Context: an optimization exercise on an open-source flow, tuned for small area and a short achievable clock period. The choices shown serve that exercise and are no tape-out recipe.
Where RTL was checked, it was by simulation tests only, not by an equivalence proof against the original.
Only the layout flow was run in runs 4 to 6; the RTL was not checked for function there.

[flow/flow/run.sh]
#!/bin/bash
# Own layout flow: the standard layout (standard synthesis unchanged), with
# the port buffers made as the smallest buffer cell instead of the default
# choice. Every tool's output goes to a log file in this folder; ORFS also
# keeps its per-step logs under orfs/logs.
set -euo pipefail
export BUFFER_PORTS_ARGS="-buffer_cell sky130_fd_sc_hd__buf_1"
bash standard.sh finish > flow_make.log 2>&1
test -s out/final.def
[flow/standard.sh]
#!/bin/bash
# synth_recipe.tcl (not shown) runs the flow's synth.tcl, then flattens the netlist and writes it again
# the make line also repeats each setting of config.mk as NAME=value (left out here)
make -C /OpenROAD-flow-scripts/flow DESIGN_CONFIG=/design/flow/config.mk WORK_HOME=/design/flow/orfs CLKGATE_MAP_FILE= SYNTH_SCRIPT=/design/flow/synth_recipe.tcl "${@:-finish}"
[flow/constraint.sdc]
create_clock -name core_clock -period 110.0 [get_ports {clk}]
set_input_delay 22.0000 -clock core_clock [delete_from_list [all_inputs] [get_ports {clk}]]
set_output_delay 22.0000 -clock core_clock [all_outputs]
set_load 0.01 [all_outputs]
[flow/config.mk]
export PLATFORM = sky130hd
export DESIGN_NAME = muldiv_hilo
export DESIGN_NICKNAME = muldiv_hilo
export VERILOG_FILES = /design/flow/design.v
export SDC_FILE = /design/flow/constraint.sdc
export NUM_CORES = 4
export LEC_CHECK = 0
export ABC_AREA = 1
export CAP_MARGIN = 40
export CORE_MARGIN = 2
export CORE_UTILIZATION = 60
export SLEW_MARGIN = 40
[flow/design.v]
module muldiv_hilo (
  input  logic        clk,
  input  logic        reset,
  input  logic        start,
  input  logic [1:0]  op,
  input  logic        we,
  input  logic        hilo_wsel,
  input  logic        rd_sel,
  input  logic [31:0] A,
  input  logic [31:0] B,
  output logic        busy,
  output logic [31:0] result
);
  localparam int W = 34;
  localparam logic [7:0] STYLE = 8'h3A;
  localparam int HYB = 12;
  logic [3:0]  cnt_q;
  logic        hv_q, lv_q;   
  logic [31:0] hi_q, lo_q, m_q;
  logic        hx_q;         
  logic        bp_q;         
  logic        div_q, sgn_q, sa_q;
  assign busy = (cnt_q != 4'd0);
  wire sel_lo = rd_sel & lv_q;
  wire sel_hi = ~rd_sel & hv_q;
  assign result = ({32{sel_lo}} & lo_q) | ({32{sel_hi}} & hi_q);
  wire accept = start & ~busy;
  wire wr     = we & ~start & ~busy;
  logic [3:0] cnt_d;
  logic       div_d;
  logic       last, first, dabs, dstep, mstep;
  always_comb begin
    cnt_d = cnt_q;
    div_d = div_q;
    if (busy) cnt_d = cnt_q - 4'd1;
    else if (accept) begin
      cnt_d = op[1] ? 4'd10 : 4'd5;
      div_d = op[1];
    end
  end
  always_ff @(posedge clk) begin
    last  <= (cnt_d == 4'd1);
    first <= (cnt_d == (div_d ? 4'd9 : 4'd5));
    dabs  <= div_d & (cnt_d == 4'd10);
    dstep <= div_d & (cnt_d != 4'd1) & (cnt_d != 4'd10);
    mstep <= ~div_d & (cnt_d != 4'd1);
  end
  wire         sb    = sgn_q & m_q[31];
  wire [W-1:0] acc_x = {{(W-33){hx_q}}, hx_q, hi_q};
  wire [W-1:0] m_x   = {{(W-32){sb}}, m_q};
  wire [W-1:0] m_x2  = {m_x[W-2:0], 1'b0};
  wire [W-1:0] lo_x  = {{(W-32){1'b0}}, lo_q};
  logic [W-1:0] X [1:4];
  logic [W-1:0] Y [1:4];
  logic         N [1:4];
  logic [W-1:0] S [1:4];
  logic         x_d [1:4];    
  logic         x_m [1:4];    
  logic         y_1 [1:4];    
  logic         y_2 [1:4];    
  logic         y_a [1:4];    
  logic [W-1:0] alt [1:4];
  logic [W-1:0] prv [1:4];
  always_comb begin
    logic b2, b1, b0;
    for (int k = 1; k <= 4; k++) begin
      b2 = lo_q[2*k-1];
      b1 = lo_q[2*k-2];
      b0 = (k == 1) ? bp_q : lo_q[2*k-3];
      x_d[k] = dstep & ~(k == 1 & first);
      x_m[k] = (k == 1) ? (~dstep & ~first) : mstep;
      y_a[k] = 1'b0;
      alt[k] = lo_x;
      if (mstep) begin
        y_1[k] = b1 ^ b0;
        y_2[k] = (b2 & ~b1 & ~b0) | (~b2 & b1 & b0);
        N[k]   = b2 & ~(b1 & b0);
      end else if (dstep) begin
        y_1[k] = 1'b1;
        y_2[k] = 1'b0;
        N[k]   = 1'b0;   
      end else if (dabs) begin
        y_1[k] = 1'b0;
        y_2[k] = 1'b0;
        y_a[k] = (k == 3);
        N[k]   = (k == 3) & sa_q;
      end else begin
        y_1[k] = (k == 1) & (div_q ? hx_q : (~sgn_q & bp_q));
        y_2[k] = 1'b0;
        y_a[k] = (k == 2) | (k == 3 & div_q);
        N[k]   = (k == 1) ? (div_q & sb) :
                 (k == 2) ? (div_q & sa_q) :
                 (k == 3) ? (div_q & (sa_q ^ sb) & ~(lo_q[31] & lo_q[30])) : 1'b0;
      end
    end
    alt[2] = S[1];
    for (int k = 1; k <= 4; k++) begin
      prv[k] = (k == 1) ? (acc_x & {W{~first}}) : S[k-1];
      if (k == 1)
        X[k] = ({W{x_d[k]}} & {acc_x[W-2:0], lo_q[31]})
             | ({W{x_m[k]}} & acc_x)
             | {{(W-1){1'b0}}, dstep & first & lo_q[31]};
      else
        X[k] = ({W{x_d[k]}} & {S[k-1][W-2:0], lo_q[32-k]})
             | ({W{x_m[k]}} & {{2{S[k-1][W-1]}}, S[k-1][W-1:2]});
      if (dstep) N[k] = ~prv[k][33] ^ sb;
      Y[k] = ({W{y_1[k]}} & m_x) | ({W{y_2[k]}} & m_x2) | ({W{y_a[k]}} & alt[k]);
      if (STYLE[2*(k-1) +: 2] == 2'd1) begin
        S[k] = X[k] + (Y[k] ^ {W{N[k]}}) + {{(W-1){1'b0}}, N[k]};
      end else if (STYLE[2*(k-1) +: 2] == 2'd2) begin
        logic c, yy, p;
        c = N[k];
        for (int j = 0; j < W; j++) begin
          yy      = Y[k][j] ^ N[k];
          p       = X[k][j] ^ yy;
          S[k][j] = p ^ c;
          c       = p ? c : yy;
        end
      end else if (STYLE[2*(k-1) +: 2] == 2'd3) begin
        logic c, yy, p;
        c = N[k];
        for (int j = 0; j < W; j++) begin
          yy = Y[k][j] ^ N[k];
          if (j < HYB) begin
            p       = X[k][j] ^ yy;
            S[k][j] = p ^ c;
            c       = p ? c : yy;
          end else begin
            S[k][j] = X[k][j] ^ yy ^ c;
            c       = (X[k][j] & yy) | (c & (X[k][j] ^ yy));
          end
        end
      end else begin
        logic c, yy;
        c = N[k];
        for (int j = 0; j < W; j++) begin
          yy      = Y[k][j] ^ N[k];
          S[k][j] = X[k][j] ^ yy ^ c;
          c       = (X[k][j] & yy) | (c & (X[k][j] ^ yy));
        end
      end
    end
  end
  always_ff @(posedge clk or posedge reset) begin
    if (reset) begin
      cnt_q <= '0;
      hv_q  <= 1'b0;
      lv_q  <= 1'b0;
    end else begin
      cnt_q <= cnt_d;
      if (busy) begin
        if (last) begin
          hv_q <= 1'b1;
          lv_q <= 1'b1;
        end
      end else if (wr) begin
        if (hilo_wsel) hv_q <= 1'b1;
        else           lv_q <= 1'b1;
      end
    end
  end
  wire h_a  = wr & hilo_wsel;
  wire h_s  = busy & last;
  wire h_m  = busy & mstep;
  wire h_d  = busy & dstep;
  wire h_h  = ~(h_a | h_s | h_m | h_d);
  wire l_a  = accept | (wr & ~hilo_wsel);
  wire l_s  = busy & ((last & div_q) | dabs);
  wire l_m  = h_m;
  wire l_d  = h_d;
  wire l_h  = ~(l_a | l_s | l_m | l_d);
  wire [31:0] hi_d = ({32{h_a}} & A) | ({32{h_s}} & S[2][31:0]) | ({32{h_m}} & S[4][33:2])
                   | ({32{h_d}} & S[4][31:0]) | ({32{h_h}} & hi_q);
  wire [31:0] lo_d = ({32{l_a}} & A) | ({32{l_s}} & S[3][31:0])
                   | ({32{l_m}} & {S[4][1:0], S[3][1:0], S[2][1:0], S[1][1:0], lo_q[31:8]})
                   | ({32{l_d}} & {lo_q[27:0], ~S[1][33], ~S[2][33], ~S[3][33], ~S[4][33]})
                   | ({32{l_h}} & lo_q);
  always_ff @(posedge clk) begin
    hi_q <= hi_d;
    lo_q <= lo_d;
    if (busy) begin
      if (mstep) begin
        hx_q <= S[4][33];
        bp_q <= lo_q[7];
      end else if (dstep) begin
        hx_q <= S[4][32];
      end
    end else if (accept) begin
      m_q   <= B;
      bp_q  <= 1'b0;
      div_q <= op[1];
      sgn_q <= op[0];
      sa_q  <= op[0] & A[31];
    end
  end
endmodule
==> results of run 1 <==
-- worst paths after layout --
path | end | slack, ns | depth (start not counted)
max | result[30] | 64.83 | 5
min reg2reg | hv_q | 0.45 | 2
max reg2reg | hx_q | 68.70 | 235
min in group asynchronous | hv_q | 21.51 | 2
max in group asynchronous | cnt_q[3] | 88.29 | 2
min | hv_q | 0.45 | 2
-- cells in the final DEF, fill, tap and decap left out, types with 6 or more instances in the layout --
cell type,Yosys,layout
nand2_1,341,340
inv_1,303,301
o22ai_1,242,242
xor2_1,223,223
nand2_2,116,117
buf_1,8,104
o221ai_1,87,87
dfxtp_1,70,70
nand3_1,59,58
fa_1,53,53
a21oi_1,44,44
nor2_1,42,38
edfxtp_1,36,36
o21ai_0,32,32
buf_4,5,26
xnor2_1,23,23
or2_2,21,21
a22oi_1,18,18
o211ai_1,15,15
inv_2,11,12
a221oi_1,12,12
o2111ai_1,11,11
nand2_4,9,9
clkbuf_16,0,9
nand3_2,7,8
nand4_1,8,8
o21ai_1,10,6
dfrtp_1,6,6
-- metal layers --
metal  track usage  vias to the layer above  wire length [um]
met5             0                        -                 0
met4         0.164                        0              1690
met3        0.0565                      139              4950
met2         0.631                      920             22200
met1         0.546                     6944             20200
li1              -                     6662                 -
-- stage by stage --
step	setup WS [ns]	hold WS, ns	instances
detailed placement	64.86	0.437	2253
finish	64.83	0.454	2270
global placement	64.90	0.438	2253
global route	64.78	0.464	2270
floorplan	65.19	0.417	1946
CTS	64.86	0.458	2269
-- worst max-delay path: stages --
cell and delay (ns):
buf_1 0.08, or2_2 0.51, buf_16 0.25, o22ai_1 0.13
buf_1 0.19
-- layout make-up --
cell class              instances  share of cell area
flip-flops and latches        112               0.179
clock buffers                  11              0.0165
multi-input cells            1408               0.652
clock inverters                 5             0.00384
inverters                     318              0.0823
repair buffers                131              0.0418
well taps                     285              0.0243
-- cells by family after synthesis --
group | Yosys count | share of synthesized area
flops | 112 | 0.189
mux | 2 | 0.00171
compound gates | 482 | 0.234
simple gates | 617 | 0.208
xor+xnor | 249 | 0.158
buf+inv | 426 | 0.128
fa+ha+maj | 58 | 0.0807
-- registers in the layout (all words and copies together) (netlist names) --
name / cells
div_q: 1
sgn_q: 1
first: 1
hx_q: 1
lo_q: 32
dabs: 1
dstep: 1
bp_q: 1
hi_q: 32
cnt_q: 4
sa_q: 1
lv_q: 1
hv_q: 1
last: 1
mstep: 1
m_q: 32
==> run notes, run 1 <==
Port Buffer Count 104; Routed WL 49,000 um; CTS Buf Count 9; post-synth top area share 0.140; peak fanout along the critical path 18; post-synthesis register bit count 112; register area share after synthesis 0.189; Synth Net Count 2,076; hold-fix buffer count after cts 0; Top Ports 105; ANT cells 0; top cells by count, synth nand2_1, inv_1, o22ai_1, xor2_1, nand2_2; initial antenna violation count 0; DR iter-0 viols 1,652; Max Clk Rate 22.1 MHz; Crit path required time 88.00 ns; worst hold start hv_q; TritonRoute pass-1 iters 7; CTS clk-pin slew, worst paths 0.08 ns; Mapped Area 13,900 um^2; largest net degree at the start of global routing 56; clk sinks 112; maximum root-to-sink buffer count 2; core area 22,700 um^2; Mean Syn Cell Area 7.15 um^2; die width 156 um; Antenna Nets Post-Route 0; routed via count 14,700; synthesized instance count 1,946; count leader, synth nand2_1; total negative setup slack 0 ns; first-pass GRT wire length 75,600 um; HP Class flop to flop; share of cells above drive strength 1 0.117; GR Overflow Total 0; fill count 2,101; FFs w/ async S/R, synth 0.0536; DR WL/cell 21.6 um; max_slew headroom 0.434; Post-synth EDFFs 36; Util after Layout 0.646; routability cong. 0.935; Final Cycle Share 0.411; final setup fails 0; area of the multi-input gates 9560 um^2; DPL Wire Length 34,400 um; Fin. Hold Viols 0; FF+latch area 2630 um^2; cell taking the most area after synthesis xor2_1; H-tree depth 3; Setup Skew 0.0180 ns; crit end category output port; area post-placement 14,300 um^2; Worst-Margin Slew 0.848 ns; Post-CTS Setup Bufs 0; outcome finished clean; unrepaired setup endpoints after global routing no; crit path launch type primary input; final net count 2,110; GRT Resource Usage Total 0.398; CTS tree built; Row Count 55; die height 156 um; starting density of the core 0.613; YS warnings 12; max_cap viols 0; ranking of synthesized cells by area xor2_1, o22ai_1, dfxtp_1, nand2_1, inv_1; synthesis-to-layout area growth 5.44%; Vias/cell 6.46; crit path kind primary input to output port; number of global-route vias before repair 13,700; fin crit period 45.17 ns; WP data arrival 23.17 ns; Primary FF master, synth dfxtp_1; design area 14,700 um^2; Reg2Reg Launch Point mstep; Root Buffer clkbuf_16; full die area 24,400 um^2; Worst Setup SP rd_sel; DR DRC count 0; post-synth cell types 60; Max Slew Vio Count 0; post_cts resized 0; latest clock arrival within the worst-skew pair 0.38 ns
==> run 2: changes to the inputs <==
==> flow/flow/run.sh (replaced) <==
#!/bin/bash
# Own layout flow: the standard layout (standard synthesis unchanged), with
# the port buffers made as the smallest buffer cell instead of the default
# choice, and the timing repair steps asked to keep a setup margin, so that
# they also work on paths that meet the clock by a wide margin but set the
# period the design achieves. Every tool's output goes to a log file in this
# folder; ORFS also keeps its per-step logs under orfs/logs.
set -euo pipefail
export BUFFER_PORTS_ARGS="-buffer_cell sky130_fd_sc_hd__buf_1"
export SETUP_SLACK_MARGIN=65
bash standard.sh finish > flow_make.log 2>&1
test -s out/final.def
--- a/flow/config.mk
+++ b/flow/config.mk
@@ -8,5 +8,5 @@
 export ABC_AREA = 1
-export CAP_MARGIN = 40
+export CAP_MARGIN = 20
 export CORE_MARGIN = 2
-export CORE_UTILIZATION = 60
-export SLEW_MARGIN = 40
+export CORE_UTILIZATION = 70
+export SLEW_MARGIN = 20
==> run 2 against run 1 <==
Compared with the run above: first-iteration DRC count rose by 26%; register-to-register slack lost 0.14 ns; via count rose by 1.9%; highest routed layer unchanged; die area down 14%; sequential share of layout area rose by 0.075 points; flip-flop and latch count unchanged; largest cell class unchanged; non-clock buffer count is 2 lower.
==> run notes, run 2 <==
routed via count 14,900 (was 14,700); Root Buffer clkbuf_16 (unchanged); CP top delay family simple AND/OR/NAND/NOR gates (was buffers and inverters); slowest stage delay, CP 0.44 ns (was 0.51 ns); YS warnings 12 (unchanged); CTS tree built (unchanged); most common cell after layout, fill and taps aside nand2_1 (unchanged); GR Overflow Total 0 (unchanged); H-tree depth 3 (unchanged); hold-fix buffer count after cts 0 (unchanged); outcome finished clean (unchanged); clk sinks 112 (unchanged); largest net degree at the start of global routing 57 (was 56); DR iter-0 viols 2,080 (was 1,652); crit path cell chain buf_1 > or2_4 > o22ai_1 > buf_1 (was buf_1 > or2_2 > buf_16 > o22ai_1 > buf_1); final net count 2,108 (was 2,110); HP Class flop to flop (unchanged); count leader, synth nand2_1 (unchanged); post-synth top area share 0.140 (unchanged); Crit path depth 4 (was 5); fill count 1,665 (was 2,101); core area 19,500 um^2 (was 22,700 um^2); Worst Path Buf+Inv 2 (was 3); Critical-path top delay cell or2_4 (was or2_2); Fin. Hold Viols 0 (unchanged); most frequent CP cell buf_1 (unchanged); top cells by count, synth nand2_1, inv_1, o22ai_1, xor2_1, nand2_2 (unchanged); cell taking the most area after synthesis xor2_1 (unchanged); Mapped Area 13,900 um^2 (unchanged); WP data arrival 22.91 ns (was 23.17 ns); Mean Syn Cell Area 7.15 um^2 (unchanged); DR DRC count 0 (unchanged); DPL Wire Length 33,300 um (was 34,400 um); peak fanout along the critical path 32 (was 18); number of global-route vias before repair 14,300 (was 13,700); DR WL/cell 21.1 um (was 21.6 um); Routed WL 47,400 um (was 49,000 um); Port Buffer Count 104 (unchanged); share of cells above drive strength 1 0.115 (was 0.117); first-pass GRT wire length 74,800 um (was 75,600 um); post_cts resized 1 (was 0); Max Slew Vio Count 0 (unchanged); maximum root-to-sink buffer count 2 (unchanged); Row Count 51 (was 55); Antenna Nets Post-Route 0 (unchanged); Primary FF master, synth dfxtp_1 (unchanged); Setup Skew 0.0219 ns (was 0.0180 ns); full die area 21,000 um^2 (was 24,400 um^2); TritonRoute pass-1 iters 6 (was 7); latest clock arrival within the worst-skew pair 0.38 ns (about the same); synthesized instance count 1,946 (unchanged); Synth Net Count 2,076 (unchanged); most frequent cells in the layout nand2_1, inv_1, o22ai_1 (unchanged); synthesis-to-layout area growth 5.00% (was 5.44%); max_slew headroom 0.292 (was 0.434); register area share after synthesis 0.189 (unchanged); CTS clk-pin slew, worst paths 0.08 ns (about the same); unrepaired setup endpoints after global routing no (unchanged); total negative setup slack 0 ns (unchanged); routability cong. 0.978 (was 0.935); crit path kind primary input to output port (unchanged); area post-placement 14,300 um^2 (about the same); Crit path required time 88.00 ns (about the same); Max Clk Rate 22.3 MHz (was 22.1 MHz); CTS Buf Count 9 (unchanged); crit end category output port (unchanged); starting density of the core 0.715 (was 0.613); R2R cell count 230 (was 235); fin crit period 44.91 ns (was 45.17 ns); Vias/cell 6.65 (was 6.46); max_cap viols 0 (unchanged); ranking of synthesized cells by area xor2_1, o22ai_1, dfxtp_1, nand2_1, inv_1 (unchanged); Final Cycle Share 0.408 (was 0.411); design area 14,600 um^2 (was 14,700 um^2); initial antenna violation count 0 (unchanged); final setup fails 0 (unchanged); post-synthesis register bit count 112 (unchanged); crit path launch type primary input (unchanged); WHS Path Cells 2 (unchanged); Largest regs hi_q (32), lo_q (32), m_q (32) (unchanged); post-synth cell types 60 (unchanged); Top Ports 105 (unchanged); GRT Resource Usage Total 0.439 (was 0.398); Post-synth EDFFs 36 (unchanged); die height 145 um (was 156 um); Worst-Margin Slew 1.06 ns (was 0.848 ns); FFs w/ async S/R, synth 0.0536 (unchanged); ANT cells 0 (unchanged); Post-CTS Setup Bufs 0 (unchanged); die width 145 um (was 156 um)
## run 2: cell counts after synthesis
Identical to the previous run, type by type.
## run 2: cell families after synthesis
logic type               share of synthesized area
buffers and inverters                        0.128
XOR/XNOR                                     0.158
AO/OA/AOI/OAI                                0.234
adder cells (fa/ha/maj)                     0.0807
AND/OR/NAND/NOR                              0.208
multiplexers                               0.00171
flip-flops                                   0.189
## run 2: path summary, 6_finish.rpt
| check | from | end | slack (ns) |
|---|---|---|---|
| max | rd_sel | result[21] | 65.09 |
| min | hv_q | hv_q | 0.46 |
| max reg2reg | mstep | hx_q | 68.56 |
| min reg2reg | hv_q | hv_q | 0.46 |
| max in group asynchronous | reset | cnt_q[2] | 88.31 |
| min in group asynchronous | reset | lv_q | 21.50 |
## run 2: area by class of cell
| cell class | instances | area [um^2] | share of cell area |
|---|---|---|---|
| tap | 265 | 332 | 0.0227 |
| clock inverter | 5 | 62.6 | 0.00428 |
| clock buffer | 11 | 243 | 0.0166 |
| multi-input combinational | 1408 | 9560 | 0.654 |
| sequential | 112 | 2630 | 0.180 |
| timing repair buffer | 129 | 578 | 0.0396 |
| inverter | 318 | 1210 | 0.0825 |
## run 2: metrics by stage
step	setup slack [ns]	util	instances	hold WS [ns]
after floorplan	65.19	-	1946	0.417
after global placement	64.92	0.735	2232	0.431
after detailed placement	64.86	0.735	2232	0.440
after CTS	65.11	0.751	2248	0.465
after global routing	65.03	0.751	2248	0.495
final	65.09	0.751	2248	0.460
## run 2: routing by layer
layer	track usage	share of wire	up-vias
met1	0.586	0.38	6929
met4	0.206	0.046	0
met5	0	0	-
li1	-	-	6650
met2	0.703	0.45	1145
met3	0.0676	0.12	214
## run 2: worst register-to-register path: cells and delay by family (launching register included)
kind	cells	cell delay [ns]
xor gates and xnor gates	7	1.72
AOI/OAI and AO/OA	4	0.83
DFF	1	0.31
and+or+nand+nor	159	12.20
muxes	1	0.34
buffers and inverters	7	1.37
adders and majority gates	52	24.40
==> run 3: changes to the inputs <==
--- a/flow/config.mk
+++ b/flow/config.mk
@@ -8,5 +8,5 @@
 export ABC_AREA = 1
-export CAP_MARGIN = 20
+export CAP_MARGIN = 40
 export CORE_MARGIN = 2
-export CORE_UTILIZATION = 70
-export SLEW_MARGIN = 20
+export CORE_UTILIZATION = 60
+export SLEW_MARGIN = 40
==> run 3 against run 2 <==
Compared with the run above: synthesized cell count stayed put; flip-flop and latch count did not move; global-route usage decreased by 4.1 points; highest routed layer unchanged; largest cell class unchanged; critical endpoint is now result[19].
==> run notes, run 3 <==
Setup Skew 0.0169 ns (was 0.0219 ns); full die area 24,400 um^2 (was 21,000 um^2); post-synthesis register bit count 112 (unchanged); post_cts resized 1 (unchanged); Post-CTS Setup Bufs 0 (unchanged); fill count 2,107 (was 1,665); Vias/cell 6.41 (was 6.65); latest clock arrival within the worst-skew pair 0.38 ns (about the same); register area share after synthesis 0.189 (unchanged); Post-synth EDFFs 36 (unchanged); Top Ports 105 (unchanged); RR Endpoint hx_q (unchanged); Root Buffer clkbuf_16 (unchanged); Max Slew Vio Count 0 (unchanged); YS warnings 12 (unchanged); die width 156 um (was 145 um); R2R cell count 230 (unchanged); area of the multi-input gates 9570 um^2 (was 9560 um^2); starting density of the core 0.613 (was 0.715); Antenna Nets Post-Route 0 (unchanged); clk sinks 112 (unchanged); final net count 2,109 (was 2,108); hold path endpoint hv_q (unchanged); top cells by count, synth nand2_1, inv_1, o22ai_1, xor2_1, nand2_2 (unchanged); Port Buffer Count 104 (unchanged); Row Count 55 (was 51); Max Clk Rate 22.2 MHz (was 22.3 MHz); setup slack, reg-to-reg 68.70 ns (was 68.56 ns); core area 22,700 um^2 (was 19,500 um^2); max_slew headroom 0.429 (was 0.292); most common cell after layout, fill and taps aside nand2_1 (unchanged); final setup fails 0 (unchanged); routed via count 14,500 (was 14,900); outcome finished clean (unchanged); hold-fix buffer count after cts 0 (unchanged); crit path kind primary input to output port (unchanged); ranking of synthesized cells by area xor2_1, o22ai_1, dfxtp_1, nand2_1, inv_1 (unchanged); maximum root-to-sink buffer count 2 (unchanged); synthesis-to-layout area growth 5.26% (was 5.00%); CTS clk-pin slew, worst paths 0.08 ns (about the same); DR WL/cell 21.5 um (was 21.1 um); WHS Path Cells 2 (unchanged); worst hold start hv_q (unchanged); Fin. Hold Viols 0 (unchanged); H-tree depth 3 (unchanged); Reg2Reg Launch Point mstep (unchanged); crit path launch type primary input (unchanged); WP data arrival 22.95 ns (was 22.91 ns); Util after Layout 0.645 (was 0.751); TritonRoute pass-1 iters 6 (unchanged); post-synth cell types 60 (unchanged); HP Class flop to flop (unchanged); GRT Resource Usage Total 0.398 (was 0.439); Mean Syn Cell Area 7.15 um^2 (unchanged); CTS tree built (unchanged); most frequent cells in the layout nand2_1, inv_1, o22ai_1 (unchanged); cell taking the most area after synthesis xor2_1 (unchanged); FF+latch area 2630 um^2 (unchanged); total negative setup slack 0 ns (unchanged); peak fanout along the critical path 32 (unchanged); crit end category output port (unchanged); Routed WL 48,900 um (was 47,400 um); GR Overflow Total 0 (unchanged); Synth Net Count 2,076 (unchanged); post-synth top area share 0.140 (unchanged); DR iter-0 viols 1,740 (was 2,080); share of cells above drive strength 1 0.117 (was 0.115); DPL Wire Length 34,400 um (was 33,300 um); ANT cells 0 (unchanged); largest net degree at the start of global routing 56 (was 57); initial antenna violation count 0 (unchanged); first-pass GRT wire length 75,600 um (was 74,800 um); Crit path required time 88.00 ns (about the same); die height 156 um (was 145 um); Primary FF master, synth dfxtp_1 (unchanged); Mapped Area 13,900 um^2 (unchanged); unrepaired setup endpoints after global routing no (unchanged); DR DRC count 0 (unchanged); number of global-route vias before repair 13,700 (was 14,300); Worst-Margin Slew 0.856 ns (was 1.06 ns); Final Cycle Share 0.409 (was 0.408); fin crit period 44.95 ns (was 44.91 ns); CTS Buf Count 9 (unchanged); max_cap viols 0 (unchanged); routability cong. 0.935 (was 0.978); FFs w/ async S/R, synth 0.0536 (unchanged); Largest regs hi_q (32), lo_q (32), m_q (32) (unchanged); synthesized instance count 1,946 (unchanged); count leader, synth nand2_1 (unchanged)
-- run 3: cell counts after synthesis --
Identical to the previous run, type by type.
-- run 3: worst max-delay path by stage --
| stage | cells past startpoint | end | startpoint |
|---|---|---|---|
| floorplan | 4 | result[10] | rd_sel |
| global placement | 4 | result[12] | rd_sel |
| detailed placement | 4 | result[2] | rd_sel |
| CTS | 4 | result[2] | rd_sel |
| global route | 4 | result[15] | rd_sel |
| finish | 4 | result[19] | rd_sel |
-- run 3: layout make-up --
cell class	count	share of cell area
flip-flops and latches	112	0.180
multi-input cells	1408	0.653
clock inverters	5	0.00384
repair buffers	130	0.0400
well taps	285	0.0243
inverters	318	0.0824
clock buffers	11	0.0166
-- run 3: cell families (layout without fill, tap and decap cells) --
kind of cell,Yosys count,in the layout,synth area share
compound gates,482,482,0.234
xor+xnor,249,249,0.158
fa+ha+maj,58,58,0.0807
buf+inv,426,464,0.128
flops,112,112,0.189
mux,2,2,0.00171
simple gates,617,617,0.208
-- run 3: critical path: stages --
cell and delay (ns):
buf_1 0.10, or2_4 0.44, o22ai_1 0.20, buf_1 0.18
-- run 3: metal layers --
| metal | GRT usage | up-vias | wire [um] |
|---|---|---|---|
| met5 | 0 | - | 0 |
| met4 | 0.164 | 0 | 1920 |
| met3 | 0.0565 | 158 | 5130 |
| met2 | 0.632 | 916 | 21900 |
| met1 | 0.546 | 6818 | 19900 |
| li1 | - | 6644 | - |
-- run 3: stage by stage --
step	worst slack (ns)	cells	cell area, um^2	hold WS (ns)
finish	65.05	2269	14600	0.474
global route	65.02	2269	14600	0.478
CTS	65.10	2269	14600	0.463
detailed placement	64.86	2253	14300	0.437
global placement	64.90	2253	14300	0.438
floorplan	65.19	1946	13900	0.417
==> run 4: changes to the inputs <==
--- a/flow/design.v
+++ b/flow/design.v
@@ -15,3 +15,3 @@
   localparam logic [7:0] STYLE = 8'h3A;
-  localparam int HYB = 12;
+  localparam int HYB = 6;
   logic [3:0]  cnt_q;
@@ -61,3 +61,2 @@
   logic         y_a [1:4];    
-  logic [W-1:0] alt [1:4];
   logic [W-1:0] prv [1:4];
@@ -72,3 +71,2 @@
       y_a[k] = 1'b0;
-      alt[k] = lo_x;
       if (mstep) begin
@@ -95,3 +93,2 @@
     end
-    alt[2] = S[1];
     for (int k = 1; k <= 4; k++) begin
@@ -106,3 +103,4 @@
       if (dstep) N[k] = ~prv[k][33] ^ sb;
-      Y[k] = ({W{y_1[k]}} & m_x) | ({W{y_2[k]}} & m_x2) | ({W{y_a[k]}} & alt[k]);
+      Y[k] = ({W{y_1[k]}} & m_x) | ({W{y_2[k]}} & m_x2)
+           | ({W{y_a[k]}} & ((k == 2) ? S[1] : lo_x));
       if (STYLE[2*(k-1) +: 2] == 2'd1) begin
--- a/flow/flow/run.sh
+++ b/flow/flow/run.sh
@@ -9,3 +9,3 @@
 export BUFFER_PORTS_ARGS="-buffer_cell sky130_fd_sc_hd__buf_1"
-export SETUP_SLACK_MARGIN=65
+export SETUP_SLACK_MARGIN=65.5
 bash standard.sh finish > flow_make.log 2>&1
--- a/flow/config.mk
+++ b/flow/config.mk
@@ -8,5 +8,5 @@
 export ABC_AREA = 1
-export CAP_MARGIN = 40
+export CAP_MARGIN = 20
 export CORE_MARGIN = 2
-export CORE_UTILIZATION = 60
-export SLEW_MARGIN = 40
+export CORE_UTILIZATION = 70
+export SLEW_MARGIN = 20
==> run 4 against run 3 <==
Compared with the run above: synthesized area barely moved; register-to-register slack worse by 1.1 ns; die area is 14% lower; worst setup slack improved by 0.11 ns; highest routed layer unchanged.
==> run notes, run 4 <==
Non-Filler Instances 2,259 (was 2,269); H-tree depth 3 (unchanged); share of cells above drive strength 1 0.145 (was 0.117); DR DRC count 0 (unchanged); Fin. Hold Viols 0 (unchanged); initial antenna violation count 0 (unchanged); Row Count 51 (was 55); first-pass GRT wire length 77,500 um (was 75,600 um); FFs w/ async S/R, synth 0.0536 (unchanged); DP Cell Count 2,222 (was 2,253); DPL Wire Length 33,400 um (was 34,400 um); Port Buffer Count 104 (unchanged); synthesis-to-layout area growth 11.7% (was 5.26%); outcome finished clean (unchanged); setup slack, reg-to-reg 67.56 ns (was 68.70 ns); DR top layer met4 (unchanged); HP Class flop to flop (unchanged); CTS clk-pin slew, worst paths 0.08 ns (about the same); GRT Resource Usage Total 0.458 (was 0.398); fin crit period 44.84 ns (was 44.95 ns); routed wl met2 22,300 um (was 21,900 um); Root Buffer clkbuf_16 (unchanged); WP data arrival 22.84 ns (was 22.95 ns); Crit path required time 88.00 ns (about the same); final setup fails 0 (unchanged); most frequent cells in the layout nand2_1, inv_1, xor2_1 (was nand2_1, inv_1, o22ai_1); Reg2Reg Launch Point dstep (was mstep); area of the multi-input gates 10,000 um^2 (was 9570 um^2); cell taking the most area after synthesis xor2_1 (unchanged); core area 19,500 um^2 (was 22,700 um^2); final net count 2,125 (was 2,109); post-synthesis register bit count 112 (unchanged); WHS Path Cells 2 (unchanged); GR Overflow Total 0 (unchanged); Routed WL 50,800 um (was 48,900 um); clk sinks 112 (unchanged); Max Clk Rate 22.3 MHz (was 22.2 MHz); Setup Skew 0.0102 ns (was 0.0169 ns); Max Slew Vio Count 0 (unchanged); Final Cycle Share 0.408 (was 0.409); unrepaired setup endpoints after global routing yes (was no); DR WL/cell 22.5 um (was 21.5 um); fill count 1,418 (was 2,107); synthesized instance count 1,934 (was 1,946); ANT cells 0 (unchanged); number of global-route vias before repair 14,700 (was 13,700); post-synth cell types 52 (was 60); met3 wire len 7470 um (was 5130 um); FF+latch area 2630 um^2 (about the same); R2R cell count 226 (was 230); largest net degree at the start of global routing 56 (unchanged); CTS tree built (unchanged); register area share after synthesis 0.189 (about the same); ranking of synthesized cells by area xor2_1, o22ai_1, dfxtp_1, nand2_1, fa_1 (was xor2_1, o22ai_1, dfxtp_1, nand2_1, inv_1); TritonRoute pass-1 iters 8 (was 6); Antenna Nets Post-Route 0 (unchanged); Worst-Margin Slew 0.839 ns (was 0.856 ns); die width 145 um (was 156 um); most common cell after layout, fill and taps aside nand2_1 (unchanged); Post-synth EDFFs 36 (unchanged); crit path kind primary input to output port (unchanged); Util after Layout 0.799 (was 0.645); total negative setup slack 0 ns (unchanged); RR Endpoint hx_q (unchanged); Largest regs hi_q (32), lo_q (32), m_q (32) (unchanged); max_cap viols 0 (unchanged); starting density of the core 0.715 (was 0.613); WHS 0.504 ns (was 0.474 ns); full die area 21,000 um^2 (was 24,400 um^2); YS warnings 11 (was 12); top cells by count, synth nand2_1, inv_1, o22ai_1, xor2_1, nand2_2 (unchanged); worst hold start hi_q[4] (was hv_q); Synth Net Count 2,070 (was 2,076); maximum root-to-sink buffer count 2 (unchanged); routed via count 15,400 (was 14,500); latest clock arrival within the worst-skew pair 0.38 ns (about the same); routability cong. 0.962 (was 0.935); Mapped Area 13,900 um^2 (about the same); crit end category output port (unchanged); Mean Syn Cell Area 7.20 um^2 (was 7.15 um^2); Primary FF master, synth dfxtp_1 (unchanged); max_slew headroom 0.439 (was 0.429); die height 145 um (was 156 um); wl on met1 18,000 um (was 19,900 um); hold path endpoint hi_q[4] (was hv_q); peak fanout along the critical path 5 (was 32); crit path launch type primary input (unchanged); DR iter-0 viols 2,475 (was 1,740); hold-fix buffer count after cts 0 (unchanged); Top Ports 105 (unchanged); count leader, synth nand2_1 (unchanged); post-synth top area share 0.138 (was 0.140); Vias/cell 6.82 (was 6.41); CTS Buf Count 9 (unchanged)
## run 4: cell types whose count changed in the layout (fill, tap and decap cells not counted), moves of 9 or more
cell and delta:
buf_1 -33, o22ai_1 -27, o22ai_4 +22, nand2_2 -20
buf_2 +19, buf_6 +14, buf_12 +12, o22ai_2 +9
## run 4: cell families (layout without fill, tap and decap cells)
| logic type | count (synthesis) | in the layout | synth area share |
|---|---|---|---|
| flip-flops | 112 | 112 | 0.189 |
| buffers and inverters | 424 | 480 | 0.133 |
| adder cells (fa/ha/maj) | 64 | 64 | 0.0893 |
| multiplexers | 1 | 1 | 0.000719 |
| AO/OA/AOI/OAI | 485 | 485 | 0.235 |
| XOR/XNOR | 240 | 240 | 0.155 |
| AND/OR/NAND/NOR | 608 | 612 | 0.198 |
## run 4: stage by stage
stage / setup slack (ns) / instance area, um^2
after floorplan: 65.32 / 14300
after global placement: 64.51 / 14600
after detailed placement: 64.49 / 14600
after CTS: 65.17 / 15100
after global routing: 65.16 / 15600
final: 65.16 / 15600
## run 4: how the worst max path moves through the flow
stage / from / slack [ns] / end / depth (start not counted)
4_1_cts: rd_sel / 65.17 / result[10] / 5
2_1_floorplan: rd_sel / 65.32 / result[10] / 4
3_5_place_dp: rd_sel / 64.49 / result[0] / 5
3_3_place_gp: rd_sel / 64.51 / result[0] / 5
6_report: rd_sel / 65.16 / result[26] / 5
5_1_grt: rd_sel / 65.16 / result[10] / 5
## run 4: final cells by class
type / instances / area share
timing repair buffer: 150 / 0.0694
multi-input combinational: 1402 / 0.643
tap: 265 / 0.0213
clock buffer: 13 / 0.0188
inverter: 314 / 0.0761
sequential: 112 / 0.169
clock inverter: 3 / 0.00169
## run 4: repair_timing
item,CTS,global route
gates cloned,1,5
setup endpoints to repair,32,40
buffers inserted,7,7
gates resized for setup,44,56
pin swaps,3,6
## run 4: worst max-delay path, cell delays in order
cell and delay (ns):
buf_12 0.12, or2_4 0.27, buf_12 0.15, o22ai_2 0.11
buf_2 0.17
## run 4: routing by layer
layer  track usage  up-vias
li1              -     6679
met1         0.586     7102
met2         0.714     1326
met3         0.109      307
met4         0.251        0
met5             0        -
==> run 5: changes to the inputs <==
--- a/flow/design.v
+++ b/flow/design.v
@@ -61,2 +61,3 @@
   logic         y_a [1:4];    
+  logic [W-1:0] alt [1:4];
   logic [W-1:0] prv [1:4];
@@ -71,2 +72,3 @@
       y_a[k] = 1'b0;
+      alt[k] = lo_x;
       if (mstep) begin
@@ -93,2 +95,3 @@
     end
+    alt[2] = S[1];
     for (int k = 1; k <= 4; k++) begin
@@ -103,4 +106,3 @@
       if (dstep) N[k] = ~prv[k][33] ^ sb;
-      Y[k] = ({W{y_1[k]}} & m_x) | ({W{y_2[k]}} & m_x2)
-           | ({W{y_a[k]}} & ((k == 2) ? S[1] : lo_x));
+      Y[k] = ({W{y_1[k]}} & m_x) | ({W{y_2[k]}} & m_x2) | ({W{y_a[k]}} & alt[k]);
       if (STYLE[2*(k-1) +: 2] == 2'd1) begin
==> flow/flow/run.sh (replaced) <==
#!/bin/bash
# Own layout flow: the standard layout (standard synthesis unchanged), with
#  - the port buffers made as the smallest buffer cell instead of the default
#    choice,
#  - the timing repair steps asked to keep a setup margin, so that they also
#    work on the paths that set the period the design achieves, although
#    those meet the clock by a wide margin,
#  - after placement, the cells that synthesis upsized downsized wherever the
#    setup slack stays within that margin (flow/post_resize.tcl).
# Every tool's output goes to a log file in this folder; ORFS also keeps its
# per-step logs under orfs/logs.
set -euo pipefail
here=$(pwd)
export BUFFER_PORTS_ARGS="-buffer_cell sky130_fd_sc_hd__buf_1"
export SETUP_SLACK_MARGIN=65
export DS_MARGIN=65
export POST_RESIZE_TCL="$here/flow/post_resize.tcl"
bash standard.sh finish > flow_make.log 2>&1
test -s out/final.def
==> flow/flow/downsize.tcl (new file) <==
# Downsize cells that synthesis upsized where the timing allows it: every
# combinational cell with a drive strength above 1 is tried at strength 1
# (or 0), kept there only if the worst setup slack stays at least the repair
# margin and the cell's output slew/capacitance stays legal.
proc ds_worst {} {
  return [expr {[sta::worst_slack_cmd max] * 1e9}]
}
proc ds_viol {} {
  return [expr {[sta::max_slew_violation_count] + [sta::max_capacitance_violation_count]}]
}
proc ds_run { margin } {
  set block [ord::get_db_block]
  set db [ord::get_db]
  set tried 0
  set kept 0
  set saved 0.0
  set w0 [ds_worst]
  if { $w0 < $margin } { set margin $w0 }
  set v0 [ds_viol]
  foreach inst [$block getInsts] {
    set m [$inst getMaster]
    set mn [$m getName]
    if { ![regexp {^(sky130_fd_sc_hd__[a-z0-9]+)_([0-9]+)$} $mn -> base drive] } { continue }
    if { $drive <= 1 } { continue }
    if { [regexp {df|dl|clkbuf|clkinv|clkdly|buf_|bufinv|fill|tap|conb|decap|sdf|edf} $base] } { continue }
    if { [$m isSequential] } { continue }
    set new ""
    foreach d {1 0} {
      set cand [$db findMaster "${base}_$d"]
      if { $cand != "NULL" } { set new $cand; break }
    }
    if { $new == "" } { continue }
    incr tried
    set iname [$inst getName]
    set old_area [expr {[$m getWidth] * [$m getHeight] / 1e6}]
    replace_cell [get_cells $iname] [get_lib_cells [$new getName]]
    if { [ds_worst] < $margin || [ds_viol] > $v0 } {
      replace_cell [get_cells $iname] [get_lib_cells $mn]
    } else {
      incr kept
      set saved [expr {$saved + $old_area - [$new getWidth] * [$new getHeight] / 1e6}]
    }
  }
  puts "downsize: tried $tried, kept $kept, area saved [format %.1f $saved] um2, worst slack [ds_worst]"
}
==> flow/flow/post_resize.tcl (new file) <==
# Sourced by ORFS at the end of its resize step (POST_RESIZE_TCL): downsize
# the cells that synthesis upsized where the setup slack allows it, then let
# repair_design restore the slew and capacitance margins.
source [file join [file dirname [info script]] downsize.tcl]
ds_run $::env(DS_MARGIN)
estimate_parasitics -placement
repair_design_helper
puts "after downsizing and repair: worst slack [ds_worst]"
report_design_area
==> run 5 against run 4 <==
Compared with the run above: critical path type unchanged; non-clock buffer count is 1 higher; clock skew hardly changed.
==> run notes, run 5 <==
final net count 2,125 (unchanged); final setup fails 0 (unchanged); clk sinks 112 (unchanged); R2R cell count 224 (was 226); CTS tree built (unchanged); GR Overflow Total 0 (unchanged); YS warnings 12 (was 11); max_slew headroom 0.154 (was 0.439); hold-fix buffer count after cts 0 (unchanged); Setup Skew 0.00972 ns (was 0.0102 ns); die height 144 um (was 145 um); synthesized instance count 1,936 (was 1,934); outcome finished clean (unchanged); GRT Resource Usage Total 0.463 (was 0.458); Max Slew Vio Count 0 (unchanged); Primary FF master, synth dfxtp_1 (unchanged); post-synthesis register bit count 112 (unchanged); post-synth top area share 0.142 (was 0.138); DR iter-0 viols 2,114 (was 2,475); full die area 20,700 um^2 (was 21,000 um^2); CTS Buf Count 9 (unchanged); WP data arrival 22.93 ns (was 22.84 ns); hold path endpoint hv_q (was hi_q[4]); ranking of synthesized cells by area xor2_1, o22ai_1, dfxtp_1, nand2_1, fa_1 (unchanged); top cells by count, synth nand2_1, inv_1, o22ai_1, xor2_1, nand2_2 (unchanged); crit end category output port (unchanged); DR DRC count 0 (unchanged); Largest regs hi_q (32), lo_q (32), m_q (32) (unchanged); maximum root-to-sink buffer count 2 (unchanged); HP Class flop to flop (unchanged); Crit path required time 88.00 ns (about the same); cell taking the most area after synthesis xor2_1 (unchanged); area of the multi-input gates 9340 um^2 (was 10,000 um^2); register area share after synthesis 0.192 (was 0.189); Crit path depth 4 (was 5); starting density of the core 0.710 (was 0.715); RR Endpoint hx_q (unchanged); worst hold start hv_q (was hi_q[4]); Reg2Reg Launch Point lo_q[1] (was dstep); initial antenna violation count 0 (unchanged); WHS Path Cells 2 (unchanged); Max Clk Rate 22.3 MHz (about the same); Top Ports 105 (unchanged); Worst Path Buf+Inv 2 (was 3); Non-Filler Instances 2,259 (unchanged); fill count 1,575 (was 1,418); latest clock arrival within the worst-skew pair 0.37 ns (was 0.38 ns); slowest stage delay, CP 0.45 ns (was 0.27 ns); main combinational cell family by area after synthesis compound AO/OA/AOI/OAI gates (unchanged); Critical-path top delay cell or2_4 (unchanged); Final Cycle Share 0.408 (about the same); most common cell after layout, fill and taps aside nand2_1 (unchanged); post-synthesis mux area share 0.000729 (was 0.000719); core area 19,300 um^2 (was 19,500 um^2); Mean Syn Cell Area 7.09 um^2 (was 7.20 um^2); Port Buffer Count 104 (unchanged); fin crit period 44.93 ns (was 44.84 ns); area fraction in compound gates after synthesis 0.238 (was 0.235); routed via count 15,200 (was 15,400); CTS clk-pin slew, worst paths 0.08 ns (about the same); Root Buffer clkbuf_16 (unchanged); total negative setup slack 0 ns (unchanged); H-tree depth 3 (unchanged); Post-synth EDFFs 36 (unchanged); post-synthesis xor/xnor area fraction 0.154 (was 0.155); DR WL/cell 21.7 um (was 22.5 um); peak fanout along the critical path 32 (was 5); count leader, synth nand2_1 (unchanged); routability cong. 0.973 (was 0.962); DP Cell Count 2,224 (was 2,222); CP top delay family simple AND/OR/NAND/NOR gates (was buffers and inverters); most frequent cells in the layout nand2_1, inv_1, o22ai_1 (was nand2_1, inv_1, xor2_1); FF+latch area 2640 um^2 (was 2630 um^2); Synth Area in Adders 0.0906 (was 0.0893); Routed WL 49,000 um (was 50,800 um); crit path cell chain buf_1 > or2_4 > o22ai_1 > buf_1 (was buf_12 > or2_4 > buf_12 > o22ai_2 > buf_2); Antenna Nets Post-Route 0 (unchanged); share of cells above drive strength 1 0.0552 (was 0.145); unrepaired setup endpoints after global routing no (was yes); simple-gate share of the synthesized area 0.205 (was 0.198); setup slack, reg-to-reg 67.36 ns (was 67.56 ns); largest net degree at the start of global routing 49 (was 56); crit path launch type primary input (unchanged); first-pass GRT wire length 74,600 um (was 77,500 um); post-synth cell types 45 (was 52); Vias/cell 6.74 (was 6.82); number of global-route vias before repair 14,100 (was 14,700); most frequent CP cell buf_1 (was buf_12); DPL Wire Length 33,300 um (was 33,400 um); crit path kind primary input to output port (unchanged); TritonRoute pass-1 iters 9 (was 8); ANT cells 0 (unchanged); FFs w/ async S/R, synth 0.0536 (unchanged); Fin. Hold Viols 0 (unchanged); die width 144 um (was 145 um); max_cap viols 0 (unchanged); Synth Net Count 2,072 (was 2,070); Worst-Margin Slew 1.27 ns (was 0.839 ns); Row Count 51 (unchanged); Mapped Area 13,700 um^2 (was 13,900 um^2); synthesis-to-layout area growth 6.53% (was 11.7%)
run 5: cell types whose count changed after synthesis, moves of 3 or more:
cell / delta
buf_6: -11
buf_2: +3
inv_1: -7
a21oi_1: -3
inv_2: +11
xor2_1: +3
o22ai_1: -3
nand2_2: +22
buf_4: -6
clkbuf_1: +26
nand2_1: -20
buf_8: -3
dlygate4sd3_1: -7
run 5: worst max path at each step:
stage	slack [ns]	to	startpoint
global route	64.80	hx_q	lo_q[1]
global placement	64.92	result[11]	rd_sel
detailed placement	63.52	hx_q	mstep
finish	65.07	result[15]	rd_sel
CTS	65.03	hx_q	m_q[31]
floorplan	65.19	result[10]	rd_sel
run 5: worst reg2reg max path, delay by kind of cell (launching register included):
kind                     cells  cell delay [ns]
AO/OA/AOI/OAI                4             0.80
AND/OR/NAND/NOR            143            11.80
flip-flops                   1             0.43
XOR/XNOR                     7             1.46
adder cells (fa/ha/maj)     59            26.38
buffers and inverters       11             1.55
run 5: what timing repair did:
action,CTS,global route
endpoints found under the hold margin,0,0
cloned,1,2
endpoints found under the setup margin,38,10
gates resized for setup,14,61
pin swaps,1,2
buffers inserted,4,12
run 5: logic make-up after synthesis:
family / after synthesis
AND/OR/NAND/NOR: 611
flip-flops: 112
XOR/XNOR: 240
adder cells (fa/ha/maj): 64
buffers and inverters: 425
AO/OA/AOI/OAI: 483
multiplexers: 1
run 5: per-layer routing:
metal	GRT usage	routed length, um	vias to the layer above
met2	0.707	21600	1303
li1	-	-	6690
met3	0.130	6950	267
met1	0.602	17900	6956
met4	0.233	2550	0
met5	0	0	-
run 5: through the flow:
stage	utilization	instance area, um^2	hold slack, ns	setup slack, ns
after floorplan	-	13700	0.417	65.19
after detailed placement	0.718	13900	0.440	63.52
after CTS	0.739	14300	0.464	65.03
after global routing	0.756	14600	0.504	64.80
final	0.756	14600	0.474	65.07
after global placement	0.735	14200	0.433	64.92
run 5: layout make-up:
cell class              count  share of cell area
inverters                 314              0.0829
clock inverters             7             0.00548
well taps                 265              0.0227
flip-flops and latches    112               0.180
clock buffers               9              0.0154
repair buffers            151              0.0545
multi-input cells        1401               0.639
==> run 6: changes to the inputs <==
--- a/flow/design.v
+++ b/flow/design.v
@@ -15,3 +15,3 @@
   localparam logic [7:0] STYLE = 8'h3A;
-  localparam int HYB = 6;
+  localparam int HYB = 20;
   logic [3:0]  cnt_q;
==> run 6 against run 5 <==
Compared with the run above: still clean on timing, DRC and antenna; flip-flop and latch count unchanged; final area down 0.85%; first-iteration DRC count down 2.2%; register-to-register slack better by 0.48 ns; synthesized area up 3.6%; sequential share of layout area up 0.12 points; critical path depth unchanged; routed wire length down 0.13%; global-route usage down 2.7 points; synthesized cell count up 6.3%; largest cell class unchanged; highest routed layer is now met5.
==> run notes, run 6 <==
Mapped Area 14,200 um^2 (was 13,700 um^2); Max Slew Vio Count 0 (unchanged); post-synthesis register bit count 112 (unchanged); Setup Skew 0.00653 ns (was 0.00972 ns); DR WL/cell 20.7 um (was 21.7 um); Fin. Hold Viols 0 (unchanged); ANT cells 0 (unchanged); top cells by count, synth nand2_1, inv_1, o22ai_1, xor2_1, nand2_2 (unchanged); WP data arrival 22.96 ns (was 22.93 ns); GR Util met2 0.696 (was 0.707); register area share after synthesis 0.185 (was 0.192); Crit path required time 88.00 ns (about the same); latest clock arrival within the worst-skew pair 0.37 ns (about the same); max_slew headroom 0.211 (was 0.154); Port Buffer Count 104 (unchanged); total negative setup slack 0 ns (unchanged); Mean Syn Cell Area 6.91 um^2 (was 7.09 um^2); unrepaired setup endpoints after global routing no (unchanged); die height 147 um (was 144 um); DPL Wire Length 34,400 um (was 33,300 um); design area 14,500 um^2 (was 14,600 um^2); Routed WL 49,000 um (about the same); full die area 21,500 um^2 (was 20,700 um^2); Post-synth EDFFs 36 (unchanged); CTS clk-pin slew, worst paths 0.08 ns (about the same); Final Cycle Share 0.409 (was 0.408); DR DRC count 0 (unchanged); ranking of synthesized cells by area xor2_1, o22ai_1, dfxtp_1, nand2_1, inv_1 (was xor2_1, o22ai_1, dfxtp_1, nand2_1, fa_1); Primary FF master, synth dfxtp_1 (unchanged); area post-placement 14,100 um^2 (was 13,900 um^2); TritonRoute pass-1 iters 7 (was 9); Worst Path Buf+Inv 2 (unchanged); crit path launch type primary input (unchanged); first-pass GRT wire length 74,700 um (was 74,600 um); CP top delay family simple AND/OR/NAND/NOR gates (unchanged); GRT Max-Usage Layer met2 (unchanged); WHS 0.485 ns (was 0.474 ns); slowest stage delay, CP 0.41 ns (was 0.45 ns); core area 20,100 um^2 (was 19,300 um^2); final setup fails 0 (unchanged); clk sinks 112 (unchanged); die width 147 um (was 144 um); routed via count 15,400 (was 15,200); CTS Buf Count 9 (unchanged); peak fanout along the critical path 16 (was 32); Max Clk Rate 22.2 MHz (was 22.3 MHz); post-synth cell types 55 (was 45); synthesized instance count 2,058 (was 1,936); synthesis-to-layout area growth 1.97% (was 6.53%); Worst-Margin Slew 1.18 ns (was 1.27 ns); starting density of the core 0.707 (was 0.710); Vias/cell 6.50 (was 6.74); maximum root-to-sink buffer count 2 (unchanged); FFs w/ async S/R, synth 0.0536 (unchanged); crit path kind primary input to output port (unchanged); number of global-route vias before repair 14,300 (was 14,100); DR iter-0 viols 2,067 (was 2,114); crit end category output port (unchanged); post-synth top area share 0.135 (was 0.142); count leader, synth nand2_1 (unchanged); final net count 2,218 (was 2,125); max_cap viols 0 (unchanged); largest net degree at the start of global routing 47 (was 49); Root Buffer clkbuf_16 (unchanged); HP Class flop to flop (unchanged); CTS tree built (unchanged); initial antenna violation count 1 (was 0); GR Overflow Total 0 (unchanged); routability cong. 0.972 (was 0.973); outcome finished clean (unchanged); most common cell after layout, fill and taps aside nand2_1 (unchanged); met1 Usage GRT 0.563 (was 0.602); crit path cell chain clkbuf_2 > or2_4 > o22ai_1 > buf_1 (was buf_1 > or2_4 > o22ai_1 > buf_1); most frequent cells in the layout nand2_1, inv_1, o22ai_1 (unchanged); fin crit period 44.96 ns (was 44.93 ns); Antenna Nets Post-Route 0 (unchanged); Row Count 52 (was 51); Largest regs hi_q (32), lo_q (32), m_q (32) (unchanged); H-tree depth 3 (unchanged); Synth Net Count 2,180 (was 2,072); GRT Resource Usage Total 0.436 (was 0.463); fill count 1,778 (was 1,575); share of cells above drive strength 1 0.0248 (was 0.0552); YS warnings 12 (unchanged); GR met3 Demand/Resource 0.0984 (was 0.130); cell taking the most area after synthesis xor2_1 (unchanged); Top Ports 105 (unchanged); Critical-path top delay cell or2_4 (unchanged)
[run 6: cell count changes after synthesis, moves of 14 or more]
cell	change
nand2_1	+38
o22ai_1	+37
inv_1	+34
nand3_1	+34
o21bai_1	+28
o221ai_1	-28
clkbuf_1	-20
a21oi_1	+19
o2111ai_1	-15
a22oi_1	-14
fa_1	-14
o211ai_1	-14
[run 6: area by class of cell]
class,count,area (um^2),area share
clock buffers,10,250,0.0173
clock inverters,6,48.8,0.00337
inverters,342,1290,0.0887
multi-input cells,1493,9300,0.641
flip-flops and latches,112,2630,0.182
well taps,270,338,0.0233
repair buffers,138,643,0.0444
[run 6: routing by layer]
metal,part of all wire,up-vias
met1,0.37,7050
met5,0.00025,-
li1,-,6981
met3,0.13,220
met2,0.45,1155
met4,0.045,2
[run 6: per-stage QoR]
stage	std cells	setup slack, ns	utilization
floorplan	2058	65.19	-
global placement	2350	64.68	0.728
detailed placement	2353	64.63	0.704
CTS	2369	65.00	0.719
global route	2371	65.04	0.721
finish	2371	65.04	0.721
[run 6: worst paths after layout]
| kind | start | endpoint | slack (ns) | cells past startpoint |
|---|---|---|---|---|
| setup / recovery | rd_sel | result[4] | 65.04 | 4 |
| max in group asynchronous | reset | lv_q | 88.27 | 2 |
| min in group asynchronous | reset | hv_q | 21.52 | 2 |
| setup reg to reg | dstep | hx_q | 67.84 | 234 |
| hold reg to reg | hi_q[11] | hi_q[11] | 0.49 | 2 |
| hold / removal | hi_q[11] | hi_q[11] | 0.49 | 2 |
[run 6: worst reg2reg max path: cells and delay by family (launching register included)]
| family | cells | cell delay, ns |
|---|---|---|
| simple gates | 170 | 15.57 |
| buf+inv | 6 | 2.16 |
| flops | 1 | 0.32 |
| compound gates | 5 | 0.83 |
| fa+ha+maj | 45 | 21.12 |
| mux | 2 | 0.58 |
| xor+xnor | 6 | 1.40 |
[run 6: what timing repair did]
action	in CTS	in global routing
cloned	0	1
setup buffers	0	1
pin swaps	0	2
setup endpoints to repair	32	19
hold buffers	0	0
gates resized for setup	3	3
[run 6: kinds of logic (layout without fill, tap and decap cells)]
logic type | after synthesis | after routing | share of synthesized area
AND/OR/NAND/NOR | 684 | 685 | 0.225
XOR/XNOR | 252 | 252 | 0.157
adder cells (fa/ha/maj) | 50 | 50 | 0.0678
multiplexers | 2 | 2 | 0.00141
buffers and inverters | 454 | 496 | 0.131
flip-flops | 112 | 112 | 0.185
AO/OA/AOI/OAI | 504 | 504 | 0.232
==> run 7: changes to the inputs <==
--- a/flow/design.v
+++ b/flow/design.v
@@ -15,3 +15,3 @@
   localparam logic [7:0] STYLE = 8'h3A;
-  localparam int HYB = 20;
+  localparam int HYB = 12;
   logic [3:0]  cnt_q;
--- a/flow/flow/run.sh
+++ b/flow/flow/run.sh
@@ -14,4 +14,4 @@
 export BUFFER_PORTS_ARGS="-buffer_cell sky130_fd_sc_hd__buf_1"
-export SETUP_SLACK_MARGIN=65
-export DS_MARGIN=65
+export SETUP_SLACK_MARGIN=65.3
+export DS_MARGIN=65.3
 export POST_RESIZE_TCL="$here/flow/post_resize.tcl"
==> run 7 against run 6 <==
Compared with the run above: worst hold slack worse by 0.0048 ns; final area is 1.2% higher; largest cell class unchanged; critical endpoint is now result[25]; global-route usage is 1.9 points higher; still clean; highest routed layer is now met4; count of clock-buffer cells in the layout is 1 higher.
==> run notes, run 7 <==
outcome finished clean (unchanged); DR WL/cell 22.0 um (was 20.7 um); Vias/cell 6.70 (was 6.50); final setup fails 0 (unchanged); top cells by count, synth nand2_1, inv_1, o22ai_1, xor2_1, nand2_2 (unchanged); most frequent cells in the layout nand2_1, inv_1, xor2_1 (was nand2_1, inv_1, o22ai_1); Primary FF master, synth dfxtp_1 (unchanged); first-pass GRT wire length 76,600 um (was 74,700 um); Mean Syn Cell Area 7.15 um^2 (was 6.91 um^2); Crit path required time 88.00 ns (about the same); Routed WL 49,900 um (was 49,000 um); total negative setup slack 0 ns (unchanged); Post-synth EDFFs 36 (unchanged); Top Ports 105 (unchanged); synthesized instance count 1,946 (was 2,058); share of cells above drive strength 1 0.0674 (was 0.0248); WP data arrival 22.79 ns (was 22.96 ns); DR DRC count 0 (unchanged); fin crit period 44.79 ns (was 44.96 ns); Max Slew Vio Count 0 (unchanged); ranking of synthesized cells by area xor2_1, o22ai_1, dfxtp_1, nand2_1, inv_1 (unchanged); Row Count 51 (was 52); FFs w/ async S/R, synth 0.0536 (unchanged); CTS tree built (unchanged); Setup Skew 0.0172 ns (was 0.00653 ns); CTS Buf Count 9 (unchanged); count leader, synth nand2_1 (unchanged); Root Buffer clkbuf_16 (unchanged); crit end category output port (unchanged); GRT Resource Usage Total 0.455 (was 0.436); YS warnings 12 (unchanged); most common cell after layout, fill and taps aside nand2_1 (unchanged); latest clock arrival within the worst-skew pair 0.38 ns (was 0.37 ns); max_cap viols 0 (unchanged); final net count 2,127 (was 2,218); routed via count 15,200 (was 15,400); Max Clk Rate 22.3 MHz (was 22.2 MHz); WHS Path Cells 2 (unchanged); post-synth cell types 60 (was 55); full die area 21,000 um^2 (was 21,500 um^2); crit path kind primary input to output port (unchanged); cell taking the most area after synthesis xor2_1 (unchanged); synthesis-to-layout area growth 5.45% (was 1.97%); Largest regs hi_q (32), lo_q (32), m_q (32) (unchanged); CTS clk-pin slew, worst paths 0.08 ns (about the same); peak fanout along the critical path 8 (was 16); starting density of the core 0.715 (was 0.707); RR Endpoint hx_q (unchanged); DR iter-0 viols 2,304 (was 2,067); initial antenna violation count 0 (was 1); TritonRoute pass-1 iters 7 (unchanged); DPL Wire Length 33,100 um (was 34,400 um); HP Class flop to flop (unchanged); Fin. Hold Viols 0 (unchanged); post-synthesis register bit count 112 (unchanged); Final Cycle Share 0.407 (was 0.409); number of global-route vias before repair 14,400 (was 14,300); unrepaired setup endpoints after global routing yes (was no); Synth Net Count 2,076 (was 2,180); R2R cell count 223 (was 234); core area 19,500 um^2 (was 20,100 um^2); Mapped Area 13,900 um^2 (was 14,200 um^2); worst hold start hi_q[3] (was hi_q[11]); setup slack, reg-to-reg 67.82 ns (was 67.84 ns); die width 145 um (was 147 um); register area share after synthesis 0.189 (was 0.185); Antenna Nets Post-Route 0 (unchanged); die height 145 um (was 147 um); ANT cells 0 (unchanged); GR Overflow Total 0 (unchanged); clk sinks 112 (unchanged); routability cong. 0.994 (was 0.972); post-synth top area share 0.140 (was 0.135); Reg2Reg Launch Point lo_q[1] (was dstep); largest net degree at the start of global routing 58 (was 47); crit path launch type primary input (unchanged); maximum root-to-sink buffer count 2 (unchanged); H-tree depth 3 (unchanged); Port Buffer Count 104 (unchanged); hold path endpoint hi_q[3] (was hi_q[11]); max_slew headroom 0.0764 (was 0.211); Worst-Margin Slew 1.37 ns (was 1.18 ns)
==> run 7: cell type report <==
class	count	area (um^2)
clock buffer	11	243
inverter	318	1210
multi-input combinational	1414	9430
sequential	112	2630
clock inverter	5	63.8
fill	1623	4790
tap	265	332
timing repair buffer	142	761
==> run 7: logic make-up after synthesis <==
| family | share of synthesized area |
|---|---|
| flops | 0.189 |
| compound gates | 0.234 |
| mux | 0.00171 |
| fa+ha+maj | 0.0807 |
| xor+xnor | 0.158 |
| simple gates | 0.208 |
| buf+inv | 0.128 |
==> run 7: worst max-delay path by stage <==
stage / from / endpoint / slack [ns] / depth (start not counted)
floorplan: rd_sel / result[11] / 65.29 / 3
global placement: rd_sel / result[0] / 64.60 / 5
detailed placement: rd_sel / result[0] / 64.40 / 5
CTS: rd_sel / result[15] / 65.22 / 4
global route: lo_q[0] / hx_q / 65.07 / 228
finish: rd_sel / result[25] / 65.21 / 4
==> run 7: worst max-delay path: stages <==
cell	delay, ns
buf_12	0.12
or2_4	0.36
o22ai_1	0.15
buf_2	0.15
==> run 7: timing repair <==
| action | 4_1_cts | 5_1_grt |
|---|---|---|
| setup endpoints to repair | 32 | 39 |
| hold buffers | 0 | 0 |
| pin swaps | 7 | 13 |
| gates resized for setup | 58 | 53 |
| cloned | 3 | 3 |
| buffers inserted | 1 | 9 |
==> run 7: routing by layer <==
layer,global-route usage,vias to the layer above,wire length [um]
li1,-,6695,-
met2,0.697,1284,21500
met3,0.114,267,7480
met5,0,-,0
met4,0.243,0,2910
met1,0.593,6947,18000
==> run 7: per-stage QoR <==
step                utilization  setup WS [ns]  instances  area [um^2]  hold WS (ns)
detailed placement        0.711          64.40       2235        13800         0.445
global route              0.754          65.07       2267        14700         0.505
floorplan                     -          65.29       1946        14200         0.422
global placement          0.749          64.60       2233        14600         0.436
CTS                       0.735          65.22       2255        14300         0.481
finish                    0.754          65.21       2267        14700         0.480

[what the ideal ports hide]
The flow's constraints put no driver on any port. The routed layouts listed below were extracted and timed again, unchanged, in two steps.
Step 1, drivers: a clkbuf_16 drives clk and a buf_2 each remaining input, both assumed.
Step 2 moves the port delays by t, midway between the first and last clock arrival at a register: inputs arrive t later, outputs are due t later. That takes back most of the time a late clock gives input paths.
Three values: ideal, step 1, step 2; two values: the first two.
run | shift t [ns] | setup slack, ns | worst hold slack (ns) | worst data-port slew with drivers (ns)
run 1 | 0.416 | 64.828 / 64.807 / 64.807 | 0.454 / 0.454 / 0.454 | 0.04
run 2 | 0.420 | 65.091 / 65.070 / 65.070 | 0.460 / 0.460 / 0.460 | 0.04
run 3 | 0.416 | 65.054 / 65.033 / 65.033 | 0.474 / 0.474 / 0.474 | 0.04
run 4 | 0.421 | 65.162 / 65.114 / 65.114 | 0.504 / 0.504 / 0.504 | 0.06
run 5 | 0.418 | 65.066 / 65.043 / 65.043 | 0.474 / 0.474 / 0.474 | 0.04
run 6 | 0.419 | 65.043 / 65.021 / 65.021 | 0.485 / 0.485 / 0.485 | 0.04
run 7 | 0.414 | 65.205 / 65.151 / 65.151 | 0.480 / 0.480 / 0.480 | 0.07
After both steps setup and hold are still met in every run listed. The setup slack of run 7, which loses most, moves by -0.054 ns with the drivers and by -0.054 ns with both steps.
